This design comes from an exercise in tuning for small area and a short achievable clock period on the open sky130 flow, not from production work. In this exercise RTL edits were held to simulation tests only and were not proved equivalent to the original.

==> inputs of run A <==
==> flow/design.v <==
package dps_pkg;
	localparam int IRQ_NUM_TIMER  = 36;
	localparam int IRQ_NUM_SCI_RX = 37;
	localparam logic [1:0] OFF_0 = 2'd0;
	localparam logic [1:0] OFF_4 = 2'd1;
	localparam logic [1:0] OFF_8 = 2'd2;
	localparam logic [1:0] OFF_C = 2'd3;
endpackage
module dps_bus_ctrl (
	input  logic        clock,
	input  logic        rst,
	input  logic        req,
	input  logic        rw,
	input  logic [31:0] addr,
	input  logic [31:0] wdata,
	output logic        busy,
	output logic        valid,
	output logic [31:0] rdata,
	output logic        timer_wr,
	output logic        sci_wr,
	output logic        sci_rd,
	output logic [1:0]  offset,
	output logic [31:0] wdata_q,
	input  logic [31:0] timer_rdata,
	input  logic [31:0] sci_rdata
);
	logic        idle;
	logic        first;
	logic        rw_q;
	logic        low_q;
	logic        a8_q;
	logic        timer_q;
	logic        sci_q;
	logic [31:0] data_q;
	logic [31:0] rd;
	assign timer_q = low_q && !a8_q;
	assign sci_q   = low_q && a8_q;
	assign rd      = (timer_q ? timer_rdata : 32'd0) | (sci_q ? sci_rdata : 32'd0);
	always_ff @(posedge clock) begin
		if (rst) begin
			busy  <= 1'b0;
			idle  <= 1'b1;
			valid <= 1'b0;
		end else begin
			busy  <= idle ? req : first;
			idle  <= idle ? !req : !first;
			valid <= !idle && !first && !rw_q;
		end
		first <= idle;
	end
	always_ff @(posedge clock) begin
		if (idle) begin
			rw_q   <= rw;
			offset <= addr[3:2];
			low_q  <= (addr[31:9] == 23'd0) && (addr[1:0] == 2'd0);
			a8_q   <= addr[8];
		end
	end
	always_ff @(posedge clock) begin
		if (idle) begin
			data_q <= wdata;
		end else if (first) begin
			data_q <= rd;
		end
	end
	assign timer_wr = !idle && first && timer_q && rw_q;
	assign sci_wr   = !idle && first && sci_q && rw_q;
	assign sci_rd   = !idle && first && sci_q && !rw_q;
	assign wdata_q  = data_q;
	assign rdata    = data_q;
endmodule
module dps_timer (
	input  logic        clock,
	input  logic        rst,
	input  logic        rst_q,
	input  logic        wr,
	input  logic [1:0]  offset,
	input  logic [31:0] wdata,
	output logic [31:0] rdata,
	output logic        match
);
	logic        run;
	logic [31:0] count;
	logic [31:0] cmp;
	logic [1:0]  mode;
	logic        hit;
	logic        start;
	assign hit   = run && (count == cmp);
	assign start = wr && (offset == dps_pkg::OFF_0) && wdata[0];
	always_ff @(posedge clock) begin
		if (rst) begin
			run   <= 1'b0;
			match <= 1'b0;
		end else begin
			match <= hit && mode[0];
			if (wr && offset == dps_pkg::OFF_0) begin
				run <= wdata[0];
			end else if (hit && !mode[1]) begin
				run <= 1'b0;
			end
		end
	end
	always_ff @(posedge clock) begin
		if (rst_q) begin
			count <= '0;
			mode  <= '0;
			cmp   <= '0;
		end else begin
			if (start || (hit && mode[1])) begin
				count <= '0;
			end else if (run && !hit) begin
				count <= count + 32'd1;
			end
			if (wr && offset == dps_pkg::OFF_8) begin
				cmp <= wdata;
			end
			if (wr && offset == dps_pkg::OFF_C) begin
				mode <= wdata[1:0];
			end
		end
	end
	always_comb begin
		case (offset)
			dps_pkg::OFF_0: rdata = {31'b0, run};
			dps_pkg::OFF_4: rdata = count;
			dps_pkg::OFF_8: rdata = cmp;
			default:        rdata = {30'b0, mode};
		endcase
	end
endmodule
module dps_sci (
	input  logic        clock,
	input  logic        rst,
	input  logic        rst_q,
	input  logic        rxd,
	input  logic        wr,
	input  logic        rd,
	input  logic [1:0]  offset,
	input  logic [31:0] wdata,
	output logic [31:0] rdata,
	output logic        txd,
	output logic        rx_event
);
	logic [31:0] cfg;
	logic [9:0]  tx_sr;
	logic [3:0]  tx_cnt;
	logic        tx_busy;
	logic        rxd_meta;
	logic        rxd_sync;
	logic        rx_act;
	logic        rx_dat;
	logic [8:0]  rx_sr;
	logic [3:0]  rx_cnt;
	logic [7:0]  rx_data;
	logic        rx_full;
	logic        rx_tick;
	logic        rx_take;
	logic [9:0]  tx_sr_next;
	assign tx_busy = |tx_sr;
	always_ff @(posedge clock) begin
		if (rst) begin
			cfg[0] <= 1'b0;
		end else if (wr && offset == dps_pkg::OFF_8) begin
			cfg[0] <= wdata[0];
		end
		if (rst_q) begin
			cfg[31:1] <= '0;
		end else if (wr && offset == dps_pkg::OFF_8) begin
			cfg[31:1] <= wdata[31:1];
		end
	end
	always_comb begin
		if (wr && offset == dps_pkg::OFF_0 && cfg[0] && !tx_busy) begin
			tx_sr_next = {1'b1, wdata[7:0], 1'b0};
		end else if (&tx_cnt) begin
			tx_sr_next = {1'b0, tx_sr[9:1]};
		end else begin
			tx_sr_next = tx_sr;
		end
	end
	always_ff @(posedge clock) begin
		if (rst) begin
			tx_sr <= '0;
			txd   <= 1'b1;
		end else begin
			tx_sr <= tx_sr_next;
			txd   <= tx_sr_next[0] || !(|tx_sr_next);
		end
		tx_cnt <= tx_busy ? tx_cnt + 4'd1 : 4'd0;
	end
	always_ff @(posedge clock) begin
		rxd_meta <= rxd;
		rxd_sync <= rxd_meta;
	end
	assign rx_tick = &rx_cnt;
	assign rx_take = rx_act && rx_dat && rx_sr[0] && rx_tick;
	always_ff @(posedge clock) begin
		rx_cnt <= rx_act ? rx_cnt + 4'd1 : 4'd8;
		if (!rx_act) begin
			rx_dat <= 1'b0;
		end else if (rx_tick) begin
			if (!rx_dat) begin
				rx_dat <= 1'b1;
				rx_sr  <= 9'h100;
			end else if (!rx_sr[0]) begin
				rx_sr <= {rxd_sync, rx_sr[8:1]};
			end
		end
		if (rst) begin
			rx_act   <= 1'b0;
			rx_event <= 1'b0;
		end else begin
			if (!rx_act) begin
				rx_act <= cfg[0] && !rxd_sync;
			end else if (rx_tick && (rx_dat ? rx_sr[0] : rxd_sync)) begin
				rx_act <= 1'b0;
			end
			rx_event <= rx_take && cfg[1];
		end
		if (rst_q) begin
			rx_full <= 1'b0;
			rx_data <= '0;
		end else begin
			if (rx_take) begin
				rx_full <= 1'b1;
				rx_data <= rx_sr[8:1];
			end else if (rd && offset == dps_pkg::OFF_4) begin
				rx_full <= 1'b0;
			end
		end
	end
	always_comb begin
		case (offset)
			dps_pkg::OFF_4: rdata = {24'b0, rx_data};
			dps_pkg::OFF_8: rdata = cfg;
			dps_pkg::OFF_C: rdata = {30'b0, rx_full, tx_busy};
			default:        rdata = '0;
		endcase
	end
endmodule
module dps_irq_ctrl (
	input  logic        clock,
	input  logic        rst,
	input  logic        rst_q,
	input  logic        cfg_req,
	input  logic [5:0]  cfg_entry,
	input  logic        cfg_valid,
	input  logic        cfg_mask,
	input  logic [1:0]  cfg_level,
	input  logic [63:0] events,
	input  logic        ack,
	output logic        irq_req,
	output logic [5:0]  irq_num
);
	logic [63:0] enabled;
	logic [63:0] lvl1;
	logic [63:0] lvl0;
	logic [63:0] pending;
	logic [63:0] cand;
	logic [63:0] top1;
	logic [63:0] sel;
	logic        max1;
	logic        max0;
	logic        found;
	logic [5:0]  best_num;
	always_ff @(posedge clock) begin
		for (int i = 0; i < 64; i++) begin
			if (rst || (cfg_req && cfg_entry == 6'(i))) begin
				enabled[i] <= cfg_valid && cfg_mask && !rst;
			end
			if (cfg_req && cfg_entry == 6'(i)) begin
				lvl1[i] <= cfg_level[1];
				lvl0[i] <= cfg_level[0];
			end
		end
	end
	assign cand  = pending & enabled;
	assign found = |cand;
	assign max1  = |(cand & lvl1);
	assign top1  = cand & (lvl1 | {64{!max1}});
	assign max0  = |(top1 & lvl0);
	assign sel   = top1 & (lvl0 | {64{!max0}});
	dps_prio_enc #(.W(6)) enc_i (
		.in  (sel),
		.any (),
		.idx (best_num)
	);
	always_ff @(posedge clock) begin
		for (int i = 0; i < 64; i++) begin
			pending[i] <= (pending[i] && !rst_q && !(irq_req && ack && irq_num == 6'(i))) || events[i];
		end
		if (rst) begin
			irq_req <= 1'b0;
		end else begin
			irq_req <= irq_req ? !ack : found;
		end
		if (!irq_req) begin
			irq_num <= best_num;
		end
	end
endmodule
module dps_prio_enc #(
	parameter int W = 6
) (
	input  logic [(1<<W)-1:0] in,
	output logic              any,
	output logic [W-1:0]      idx
);
	generate
		if (W == 1) begin : g_leaf
			assign any = in[0] | in[1];
			assign idx = !in[0];
		end else begin : g_node
			logic            any_lo;
			logic            any_hi;
			logic [W-2:0]    idx_lo;
			logic [W-2:0]    idx_hi;
			dps_prio_enc #(.W(W-1)) lo_i (
				.in  (in[(1<<(W-1))-1:0]),
				.any (any_lo),
				.idx (idx_lo)
			);
			dps_prio_enc #(.W(W-1)) hi_i (
				.in  (in[(1<<W)-1:(1<<(W-1))]),
				.any (any_hi),
				.idx (idx_hi)
			);
			assign any = any_lo | any_hi;
			assign idx = any_lo ? {1'b0, idx_lo} : {1'b1, idx_hi};
		end
	endgenerate
endmodule
module default_peripheral_system (
	input  logic        clock,
	input  logic        rst,
	input  logic        irq_cfg_req,
	input  logic [5:0]  irq_cfg_entry,
	input  logic        irq_cfg_valid,
	input  logic        irq_cfg_mask,
	input  logic [1:0]  irq_cfg_level,
	input  logic        req,
	input  logic        rw,
	input  logic [31:0] addr,
	input  logic [31:0] wdata,
	output logic        busy,
	output logic        valid,
	output logic [31:0] rdata,
	output logic        irq_req,
	output logic [5:0]  irq_num,
	input  logic        irq_ack,
	input  logic [63:0] irq_src,
	output logic        sci_txd,
	input  logic        sci_rxd
);
	logic        timer_match;
	logic        sci_rx_event;
	logic [63:0] irq_events;
	logic        rst_q;
	logic        timer_wr;
	logic        sci_wr;
	logic        sci_rd;
	logic [1:0]  offset;
	logic [31:0] wdata_q;
	logic [31:0] timer_rdata;
	logic [31:0] sci_rdata;
	always_comb begin
		irq_events                          = irq_src;
		irq_events[dps_pkg::IRQ_NUM_TIMER]  = irq_src[dps_pkg::IRQ_NUM_TIMER] | timer_match;
		irq_events[dps_pkg::IRQ_NUM_SCI_RX] = irq_src[dps_pkg::IRQ_NUM_SCI_RX] | sci_rx_event;
	end
	always_ff @(posedge clock) begin
		rst_q <= rst;
	end
	dps_bus_ctrl bus_ctrl_i (
		.clock       (clock),
		.rst         (rst),
		.req         (req),
		.rw          (rw),
		.addr        (addr),
		.wdata       (wdata),
		.busy        (busy),
		.valid       (valid),
		.rdata       (rdata),
		.timer_wr    (timer_wr),
		.sci_wr      (sci_wr),
		.sci_rd      (sci_rd),
		.offset      (offset),
		.wdata_q     (wdata_q),
		.timer_rdata (timer_rdata),
		.sci_rdata   (sci_rdata)
	);
	dps_timer timer_i (
		.rst_q    (rst_q),
		.clock  (clock),
		.rst    (rst),
		.wr     (timer_wr),
		.offset (offset),
		.wdata  (wdata_q),
		.rdata  (timer_rdata),
		.match  (timer_match)
	);
	dps_sci sci_i (
		.rst_q    (rst_q),
		.clock    (clock),
		.rst      (rst),
		.rxd      (sci_rxd),
		.wr       (sci_wr),
		.rd       (sci_rd),
		.offset   (offset),
		.wdata    (wdata_q),
		.rdata    (sci_rdata),
		.txd      (sci_txd),
		.rx_event (sci_rx_event)
	);
	dps_irq_ctrl irq_ctrl_i (
		.rst_q    (rst_q),
		.clock     (clock),
		.rst       (rst),
		.cfg_req   (irq_cfg_req),
		.cfg_entry (irq_cfg_entry),
		.cfg_valid (irq_cfg_valid),
		.cfg_mask  (irq_cfg_mask),
		.cfg_level (irq_cfg_level),
		.events    (irq_events),
		.ack       (irq_ack),
		.irq_req   (irq_req),
		.irq_num   (irq_num)
	);
endmodule
==> flow/flow/run.sh <==
#!/bin/bash
# The standard layout (standard.sh) with these changes:
# - synthesis maps the logic with an area-oriented ABC script (flow/abc_area.script,
#   used in place of ORFS's abc_speed.script); the flops and their names are the
#   standard synthesis's, as only the combinational logic goes through ABC;
# - the ports get plain buf_1 buffers instead of the delay cell buffer_ports picks;
# - clock tree synthesis without dummy loads and with larger sink clusters.
# Each step's full output is in the logs under orfs/logs and in *.log here.
set -euo pipefail
here=$(pwd)
rm -rf "$here/abc_scripts"
cp -r "$FLOW_HOME/scripts" "$here/abc_scripts"
cp "$here/flow/abc_area.script" "$here/abc_scripts/abc_speed.script"
export BUFFER_PORTS_ARGS="-buffer_cell sky130_fd_sc_hd__buf_1"
export CTS_ARGS="-sink_clustering_enable -repair_clock_nets -dont_use_dummy_load -buf_list {sky130_fd_sc_hd__clkbuf_8 sky130_fd_sc_hd__clkbuf_16} -sink_clustering_size 30 -sink_clustering_max_diameter 80"
SCRIPTS_DIR="$here/abc_scripts" bash standard.sh synth > synth.log 2>&1
bash standard.sh > standard.log 2>&1
==> flow/flow/abc_area.script <==
&get -n
&st
&deepsyn -T 60
&dch -f
&nf -R 1000 -p -F 8 -A 4 -a
&st
&deepsyn -T 60
&dch -f
&nf -R 1000 -p -F 8 -A 4 -a
&put
buffer -c
topo
stime -c
upsize -c
dnsize -c
==> flow/standard.sh <==
#!/bin/bash
# synth_recipe.tcl (not shown) runs the flow's synth.tcl, then flattens the netlist and writes it again
# the make line also repeats each setting of config.mk as NAME=value (left out here)
make -C /OpenROAD-flow-scripts/flow DESIGN_CONFIG=/design/flow/config.mk WORK_HOME=/design/flow/orfs CLKGATE_MAP_FILE= SYNTH_SCRIPT=/design/flow/synth_recipe.tcl "${@:-finish}"
==> flow/config.mk <==
export PLATFORM = sky130hd
export DESIGN_NAME = default_peripheral_system
export DESIGN_NICKNAME = default_peripheral_system
export VERILOG_FILES = /design/flow/design.v
export SDC_FILE = /design/flow/constraint.sdc
export NUM_CORES = 4
export LEC_CHECK = 0
export CAP_MARGIN = 20
export CORE_MARGIN = 2
export CORE_UTILIZATION = 65
export PLACE_DENSITY = 0.75
export SLEW_MARGIN = 20
==> flow/constraint.sdc <==
create_clock -name core_clock -period 85.0 [get_ports {clock}]
set_input_delay 17.0000 -clock core_clock [delete_from_list [all_inputs] [get_ports {clock}]]
set_output_delay 17.0000 -clock core_clock [all_outputs]
set_load 0.01 [all_outputs]
==> run R: changes against run A <==
--- a/flow/design.v
+++ b/flow/design.v
@@ -267,4 +267,6 @@
 		for (int i = 0; i < 64; i++) begin
-			if (rst || (cfg_req && cfg_entry == 6'(i))) begin
-				enabled[i] <= cfg_valid && cfg_mask && !rst;
+			if (rst) begin
+				enabled[i] <= 1'b0;
+			end else if (cfg_req && cfg_entry == 6'(i)) begin
+				enabled[i] <= cfg_valid && cfg_mask;
 			end
==> flow/flow/run.sh (replaced) <==
#!/bin/bash
# Standard layout, with plain buffers on the ports and a lighter clock tree
# (no dummy loads, larger sink clusters).
set -euo pipefail
export BUFFER_PORTS_ARGS="-buffer_cell sky130_fd_sc_hd__buf_1"
export CTS_ARGS="-sink_clustering_enable -repair_clock_nets -dont_use_dummy_load -buf_list {sky130_fd_sc_hd__clkbuf_8 sky130_fd_sc_hd__clkbuf_16} -sink_clustering_size 30 -sink_clustering_max_diameter 80"
bash standard.sh > standard.log 2>&1
Settings changed: CORE_UTILIZATION 65 to 40, PLACE_DENSITY 0.75 to default.
removed: flow/flow/abc_area.script
==> run K: changes against run A <==
==> flow/design.v, changed modules only <==
module dps_irq_ctrl (
	input  logic        clock,
	input  logic        rst,
	input  logic        rst_q,
	input  logic        cfg_req,
	input  logic [5:0]  cfg_entry,
	input  logic        cfg_valid,
	input  logic        cfg_mask,
	input  logic [1:0]  cfg_level,
	input  logic [63:0] events,
	input  logic        ack,
	output logic        irq_req,
	output logic [5:0]  irq_num
);
	logic [63:0] enabled;
	logic [63:0] lvl1;
	logic [63:0] lvl0;
	logic [63:0] pending;
	logic [63:0] cand;
	logic [63:0] top1;
	logic [63:0] sel;
	logic        max1;
	logic        max0;
	logic        found;
	logic [5:0]  best_num;
	logic [7:0]  wsel_hi;
	logic [7:0]  wsel_lo;
	logic        ent_valid;
	assign ent_valid = cfg_valid && cfg_mask && !rst;
	always_comb begin
		for (int j = 0; j < 8; j++) begin
			wsel_hi[j] = rst || (cfg_req && cfg_entry[5:3] == 3'(j));
			wsel_lo[j] = rst || (cfg_entry[2:0] == 3'(j));
		end
	end
	always_ff @(posedge clock) begin
		for (int i = 0; i < 64; i++) begin
			if (wsel_hi[i / 8] && wsel_lo[i % 8]) begin
				enabled[i] <= ent_valid;
				lvl1[i]    <= cfg_level[1] && ent_valid;
				lvl0[i]    <= cfg_level[0] && ent_valid;
			end
		end
	end
	assign cand  = pending & enabled;
	assign found = |cand;
	assign max1  = |(pending & lvl1);
	assign top1  = max1 ? (pending & lvl1) : cand;
	assign max0  = |(top1 & lvl0);
	assign sel   = top1 & (lvl0 | {64{!max0}});
	dps_prio_enc #(.W(6)) enc_i (
		.in  (sel),
		.any (),
		.idx (best_num)
	);
	logic [7:0]  kill_hi;
	logic [7:0]  kill_lo;
	always_comb begin
		for (int j = 0; j < 8; j++) begin
			kill_hi[j] = rst_q || (irq_req && ack && irq_num[5:3] == 3'(j));
			kill_lo[j] = rst_q || (irq_num[2:0] == 3'(j));
		end
	end
	always_ff @(posedge clock) begin
		for (int i = 0; i < 64; i++) begin
			pending[i] <= (pending[i] && !(kill_hi[i / 8] && kill_lo[i % 8])) || events[i];
		end
		if (rst) begin
			irq_req <= 1'b0;
		end else begin
			irq_req <= irq_req ? !ack : found;
		end
		if (!irq_req) begin
			irq_num <= best_num;
		end
	end
endmodule
--- a/flow/flow/run.sh
+++ b/flow/flow/run.sh
@@ -15,2 +15,4 @@
 export CTS_ARGS="-sink_clustering_enable -repair_clock_nets -dont_use_dummy_load -buf_list {sky130_fd_sc_hd__clkbuf_8 sky130_fd_sc_hd__clkbuf_16} -sink_clustering_size 30 -sink_clustering_max_diameter 80"
+export SETUP_SLACK_MARGIN=66.8
+export SETUP_MOVE_SEQUENCE="sizeup,swap"
 SCRIPTS_DIR="$here/abc_scripts" bash standard.sh synth > synth.log 2>&1
==> run Z: changes against run A <==
==> flow/design.v, changed modules only <==
module dps_bus_ctrl (
	input  logic        clock,
	input  logic        rst,
	input  logic        req,
	input  logic        rw,
	input  logic [31:0] addr,
	input  logic [31:0] wdata,
	output logic        busy,
	output logic        valid,
	output logic [31:0] rdata,
	output logic        timer_wr,
	output logic        sci_wr,
	output logic        sci_rd,
	output logic [1:0]  offset,
	output logic [31:0] wdata_q,
	input  logic [31:0] timer_rdata,
	input  logic [31:0] sci_rdata
);
	logic        first;
	logic        rw_q;
	logic        timer_q;
	logic        sci_q;
	logic [31:0] data_q;
	logic        aligned;
	logic [31:0] rd;
	assign aligned = (addr[31:9] == 23'd0) && (addr[1:0] == 2'd0);
	assign rd      = (timer_q ? timer_rdata : 32'd0) | (sci_q ? sci_rdata : 32'd0);
	always_ff @(posedge clock) begin
		if (rst) begin
			busy  <= 1'b0;
			valid <= 1'b0;
		end else begin
			busy  <= busy ? first : req;
			valid <= busy && !first && !rw_q;
		end
		first <= !busy;
	end
	always_ff @(posedge clock) begin
		if (!busy) begin
			rw_q    <= rw;
			offset  <= addr[3:2];
			timer_q <= aligned && !addr[8];
			sci_q   <= aligned && addr[8];
		end
	end
	always_ff @(posedge clock) begin
		if (!busy) begin
			data_q <= wdata;
		end else if (first) begin
			data_q <= rd;
		end
	end
	assign timer_wr = busy && first && timer_q && rw_q;
	assign sci_wr   = busy && first && sci_q && rw_q;
	assign sci_rd   = busy && first && sci_q && !rw_q;
	assign wdata_q  = data_q;
	assign rdata    = data_q;
endmodule
module dps_timer (
	input  logic        clock,
	input  logic        rst,
	input  logic        wr,
	input  logic [1:0]  offset,
	input  logic [31:0] wdata,
	output logic [31:0] rdata,
	output logic        match
);
	logic        run;
	logic [31:0] count;
	logic [31:0] cmp;
	logic [1:0]  mode;
	logic        hit;
	logic        start;
	assign hit   = run && (count == cmp);
	assign start = wr && (offset == dps_pkg::OFF_0) && wdata[0];
	always_ff @(posedge clock) begin
		if (rst) begin
			run   <= 1'b0;
			count <= '0;
			mode  <= '0;
			match <= 1'b0;
			cmp   <= '0;
		end else begin
			match <= hit && mode[0];
			if (start || (hit && mode[1])) begin
				count <= '0;
			end else if (run && !hit) begin
				count <= count + 32'd1;
			end
			if (wr && offset == dps_pkg::OFF_0) begin
				run <= wdata[0];
			end else if (hit && !mode[1]) begin
				run <= 1'b0;
			end
			if (wr && offset == dps_pkg::OFF_8) begin
				cmp <= wdata;
			end
			if (wr && offset == dps_pkg::OFF_C) begin
				mode <= wdata[1:0];
			end
		end
	end
	always_comb begin
		case (offset)
			dps_pkg::OFF_0: rdata = {31'b0, run};
			dps_pkg::OFF_4: rdata = count;
			dps_pkg::OFF_8: rdata = cmp;
			default:        rdata = {30'b0, mode};
		endcase
	end
endmodule
module dps_sci (
	input  logic        clock,
	input  logic        rst,
	input  logic        rxd,
	input  logic        wr,
	input  logic        rd,
	input  logic [1:0]  offset,
	input  logic [31:0] wdata,
	output logic [31:0] rdata,
	output logic        txd,
	output logic        rx_event
);
	logic [31:0] cfg;
	logic [9:0]  tx_sr;
	logic [3:0]  tx_cnt;
	logic        tx_busy;
	logic        rxd_meta;
	logic        rxd_sync;
	logic        rx_act;
	logic        rx_dat;
	logic [8:0]  rx_sr;
	logic [3:0]  rx_cnt;
	logic [7:0]  rx_data;
	logic        rx_full;
	logic        rx_tick;
	logic        rx_take;
	assign tx_busy = |tx_sr;
	assign txd     = tx_sr[0] | !tx_busy;
	always_ff @(posedge clock) begin
		if (rst) begin
			cfg <= '0;
		end else if (wr && offset == dps_pkg::OFF_8) begin
			cfg <= wdata;
		end
	end
	always_ff @(posedge clock) begin
		if (rst) begin
			tx_sr <= '0;
		end else if (wr && offset == dps_pkg::OFF_0 && cfg[0] && !tx_busy) begin
			tx_sr <= {1'b1, wdata[7:0], 1'b0};
		end else if (&tx_cnt) begin
			tx_sr <= {1'b0, tx_sr[9:1]};
		end
		tx_cnt <= tx_busy ? tx_cnt + 4'd1 : 4'd0;
	end
	always_ff @(posedge clock) begin
		rxd_meta <= rxd;
		rxd_sync <= rxd_meta;
	end
	assign rx_tick = &rx_cnt;
	assign rx_take = rx_act && rx_dat && rx_sr[0] && rx_tick;
	always_ff @(posedge clock) begin
		rx_cnt <= rx_act ? rx_cnt + 4'd1 : 4'd8;
		if (!rx_act) begin
			rx_dat <= 1'b0;
		end else if (rx_tick) begin
			if (!rx_dat) begin
				rx_dat <= 1'b1;
				rx_sr  <= 9'h100;
			end else if (!rx_sr[0]) begin
				rx_sr <= {rxd_sync, rx_sr[8:1]};
			end
		end
		if (rst) begin
			rx_act   <= 1'b0;
			rx_full  <= 1'b0;
			rx_event <= 1'b0;
			rx_data  <= '0;
		end else begin
			if (!rx_act) begin
				rx_act <= cfg[0] && !rxd_sync;
			end else if (rx_tick && (rx_dat ? rx_sr[0] : rxd_sync)) begin
				rx_act <= 1'b0;
			end
			if (rx_take) begin
				rx_full <= 1'b1;
				rx_data <= rx_sr[8:1];
			end else if (rd && offset == dps_pkg::OFF_4) begin
				rx_full <= 1'b0;
			end
			rx_event <= rx_take && cfg[1];
		end
	end
	always_comb begin
		case (offset)
			dps_pkg::OFF_4: rdata = {24'b0, rx_data};
			dps_pkg::OFF_8: rdata = cfg;
			dps_pkg::OFF_C: rdata = {30'b0, rx_full, tx_busy};
			default:        rdata = '0;
		endcase
	end
endmodule
module dps_irq_ctrl (
	input  logic        clock,
	input  logic        rst,
	input  logic        cfg_req,
	input  logic [5:0]  cfg_entry,
	input  logic        cfg_valid,
	input  logic        cfg_mask,
	input  logic [1:0]  cfg_level,
	input  logic [63:0] events,
	input  logic        ack,
	output logic        irq_req,
	output logic [5:0]  irq_num
);
	logic [63:0] enabled;
	logic [63:0] lvl1;
	logic [63:0] lvl0;
	logic [63:0] pending;
	logic [63:0] cand;
	logic [63:0] top1;
	logic [63:0] sel;
	logic        max1;
	logic        max0;
	logic        found;
	logic [5:0]  best_num;
	always_ff @(posedge clock) begin
		for (int i = 0; i < 64; i++) begin
			if (rst) begin
				enabled[i] <= 1'b0;
			end else if (cfg_req && cfg_entry == 6'(i)) begin
				enabled[i] <= cfg_valid && cfg_mask;
			end
			if (cfg_req && cfg_entry == 6'(i)) begin
				lvl1[i] <= cfg_level[1];
				lvl0[i] <= cfg_level[0];
			end
		end
	end
	assign cand  = pending & enabled;
	assign found = |cand;
	assign max1  = |(cand & lvl1);
	assign top1  = cand & (lvl1 | {64{!max1}});
	assign max0  = |(top1 & lvl0);
	assign sel   = top1 & (lvl0 | {64{!max0}});
	dps_prio_enc #(.W(6)) enc_i (
		.in  (sel),
		.any (),
		.idx (best_num)
	);
	always_ff @(posedge clock) begin
		for (int i = 0; i < 64; i++) begin
			if (rst) begin
				pending[i] <= 1'b0;
			end else begin
				pending[i] <= (pending[i] && !(irq_req && ack && irq_num == 6'(i))) || events[i];
			end
		end
		if (rst) begin
			irq_req <= 1'b0;
		end else begin
			irq_req <= irq_req ? !ack : found;
		end
		if (!irq_req) begin
			irq_num <= best_num;
		end
	end
endmodule
module default_peripheral_system (
	input  logic        clock,
	input  logic        rst,
	input  logic        irq_cfg_req,
	input  logic [5:0]  irq_cfg_entry,
	input  logic        irq_cfg_valid,
	input  logic        irq_cfg_mask,
	input  logic [1:0]  irq_cfg_level,
	input  logic        req,
	input  logic        rw,
	input  logic [31:0] addr,
	input  logic [31:0] wdata,
	output logic        busy,
	output logic        valid,
	output logic [31:0] rdata,
	output logic        irq_req,
	output logic [5:0]  irq_num,
	input  logic        irq_ack,
	input  logic [63:0] irq_src,
	output logic        sci_txd,
	input  logic        sci_rxd
);
	logic        timer_match;
	logic        sci_rx_event;
	logic [63:0] irq_events;
	logic        timer_wr;
	logic        sci_wr;
	logic        sci_rd;
	logic [1:0]  offset;
	logic [31:0] wdata_q;
	logic [31:0] timer_rdata;
	logic [31:0] sci_rdata;
	always_comb begin
		irq_events                          = irq_src;
		irq_events[dps_pkg::IRQ_NUM_TIMER]  = irq_src[dps_pkg::IRQ_NUM_TIMER] | timer_match;
		irq_events[dps_pkg::IRQ_NUM_SCI_RX] = irq_src[dps_pkg::IRQ_NUM_SCI_RX] | sci_rx_event;
	end
	dps_bus_ctrl bus_ctrl_i (
		.clock       (clock),
		.rst         (rst),
		.req         (req),
		.rw          (rw),
		.addr        (addr),
		.wdata       (wdata),
		.busy        (busy),
		.valid       (valid),
		.rdata       (rdata),
		.timer_wr    (timer_wr),
		.sci_wr      (sci_wr),
		.sci_rd      (sci_rd),
		.offset      (offset),
		.wdata_q     (wdata_q),
		.timer_rdata (timer_rdata),
		.sci_rdata   (sci_rdata)
	);
	dps_timer timer_i (
		.clock  (clock),
		.rst    (rst),
		.wr     (timer_wr),
		.offset (offset),
		.wdata  (wdata_q),
		.rdata  (timer_rdata),
		.match  (timer_match)
	);
	dps_sci sci_i (
		.clock    (clock),
		.rst      (rst),
		.rxd      (sci_rxd),
		.wr       (sci_wr),
		.rd       (sci_rd),
		.offset   (offset),
		.wdata    (wdata_q),
		.rdata    (sci_rdata),
		.txd      (sci_txd),
		.rx_event (sci_rx_event)
	);
	dps_irq_ctrl irq_ctrl_i (
		.clock     (clock),
		.rst       (rst),
		.cfg_req   (irq_cfg_req),
		.cfg_entry (irq_cfg_entry),
		.cfg_valid (irq_cfg_valid),
		.cfg_mask  (irq_cfg_mask),
		.cfg_level (irq_cfg_level),
		.events    (irq_events),
		.ack       (irq_ack),
		.irq_req   (irq_req),
		.irq_num   (irq_num)
	);
endmodule
==> flow/run.sh (new file) <==
#!/bin/bash
# synth_recipe.tcl (not shown) runs the flow's synth.tcl, then flattens the netlist and writes it again
# the make line also repeats each setting of config.mk as NAME=value (left out here)
make -C /OpenROAD-flow-scripts/flow DESIGN_CONFIG=/design/flow/config.mk WORK_HOME=/design/flow/orfs CLKGATE_MAP_FILE= SYNTH_SCRIPT=/design/flow/synth_recipe.tcl finish
Settings changed: CORE_UTILIZATION 65 to 40, PLACE_DENSITY 0.75 to default.
removed: flow/flow/run.sh
removed: flow/flow/abc_area.script
removed: flow/standard.sh
==> flow_summary.yaml <==
cts:
  cts_made_buffers: 19
synthesis:
  yosysTopAreaCellShare_pct: 40.01
  avgSynthCellArea_sq_um: 10.92
  synth_top_flop_cell: "edfxtp_1"
  ys_seq_area_share_pct: 62.19
  yosys-top-cells-area: "edfxtp_1, dfxtp_1, nand2_1"
die:
  die_area_sq_mm: 0.02954
  initial_utilization_pct: 65.93
  die_y_microns: 171.9
final_layout:
  areaGrowthSynthToFinish_pct: 10.00
  instances_no_fill: 2239
power_and_ir_drop:
  p_leak_nw: 7.513
  power_density_mw_per_mm2: 20.38
  powerComb_w: 0.0000543
global_routing:
  met3_usage_pct: 5.974
  antenna_found_initial: 3
setup_path:
  rrSetupSlack_ns: 77.89
detailed_routing:
  routed_wl_mm: 55.58
outcome:
  status: "complete, no violations"
placed_design:
  dpl.cell_count: 2218
  dpl.hpwl_mm: 39.32
The numbers above come from run K.

==> flow_summary.yaml <==
outcome:
  status: "complete, no violations"
power_and_ir_drop:
  p_leak_nw: 8.330
  power_density_mw_per_mm2: 19.91
global_routing:
  met3_usage_pct: 4.538
  antenna_found_initial: 4
placed_design:
  dpl.cell_count: 3016
  dpl.hpwl_mm: 49.91
detailed_routing:
  routed_wl_mm: 70.67
synthesis:
  synth_top_flop_cell: "dfxtp_1"
  yosys-top-cells-area: "edfxtp_1, dfxtp_1, nand2_1"
  yosysTopAreaCellShare_pct: 26.91
  ys_seq_area_share_pct: 53.22
  avgSynthCellArea_sq_um: 8.892
final_layout:
  instances_no_fill: 3109
  areaGrowthSynthToFinish_pct: 19.79
die:
  die_area_sq_mm: 0.05203
  initial_utilization_pct: 40.28
  die_y_microns: 228.1
cts:
  cts_made_buffers: 49
setup_path:
  rrSetupSlack_ns: 78.20
The numbers above come from run Z.

==> flow_summary.yaml <==
synthesis:
  ys_seq_area_share_pct: 53.38
  synth_top_flop_cell: "dfxtp_1"
  yosys-top-cells-area: "edfxtp_1, dfxtp_1, nand2_1"
die:
  die_area_sq_mm: 0.05216
  die_y_microns: 228.4
  initial_utilization_pct: 40.31
power_and_ir_drop:
  powerComb_w: 0.0000235
final_layout:
  areaGrowthSynthToFinish_pct: 9.772
placed_design:
  dpl.cell_count: 2975
  dpl.hpwl_mm: 50.16
cts:
  cts_made_buffers: 29
detailed_routing:
  routed_wl_mm: 69.91
outcome:
  status: "complete, no violations"
The numbers above come from run R.

==> flow_summary.yaml <==
outcome:
  status: "complete, no violations"
global_routing:
  met3_usage_pct: 5.135
  antenna_found_initial: 2
setup_path:
  rrSetupSlack_ns: 76.91
final_layout:
  areaGrowthSynthToFinish_pct: 8.486
die:
  die_area_sq_mm: 0.03069
  die_y_microns: 175.2
  initial_utilization_pct: 66.19
power_and_ir_drop:
  power_density_mw_per_mm2: 18.71
  powerComb_w: 0.0000366
synthesis:
  ys_seq_area_share_pct: 59.80
  yosys-top-cells-area: "edfxtp_1, dfxtp_1, nand2_1"
  yosysTopAreaCellShare_pct: 38.46
detailed_routing:
  routed_wl_mm: 59.02
The numbers above come from run A.

-- static timing again, ports no longer ideal --
How much do the figures lean on ideal ports? The routed layouts below were timed once more, with nothing changed but the port constraints.
Step 1 (the two cells are an assumption about what drives the block):
set clk [get_ports {clock}]
set_driving_cell -lib_cell sky130_fd_sc_hd__clkbuf_16 $clk
set_driving_cell -lib_cell sky130_fd_sc_hd__buf_2 [delete_from_list [all_inputs] $clk]
Step 2 adds t to the input delays and takes it off the output delays; t is the mean of the earliest and latest rising clock arrival at the registers after step 1. Input paths then give back, and output paths get back, about the clock's delay inside the block.
Slacks: ideal ports / drivers / drivers and shift; pairs: ideal ports / drivers.
run	t (ns)	setup slack, ns	worst setup path at the end	latest minus earliest clock arrival (ns)	worst data-port slew with drivers (ns)
run A	0.581	66.642 / 66.660 / 66.091	input to register	0.069 / 0.069	0.08
run R	0.651	66.609 / 66.548 / 66.134	input to register	0.061 / 0.061	0.09
run K	0.591	66.675 / 66.619 / 66.208	input to register	0.046 / 0.046	0.07
run Z	0.665	65.491 / 65.426 / 65.834	input to register	0.041 / 0.041	0.05
After both steps setup and hold are still met in every run listed. The setup slack of run A, which loses most, moves by +0.018 ns with the drivers and by -0.551 ns with both steps.
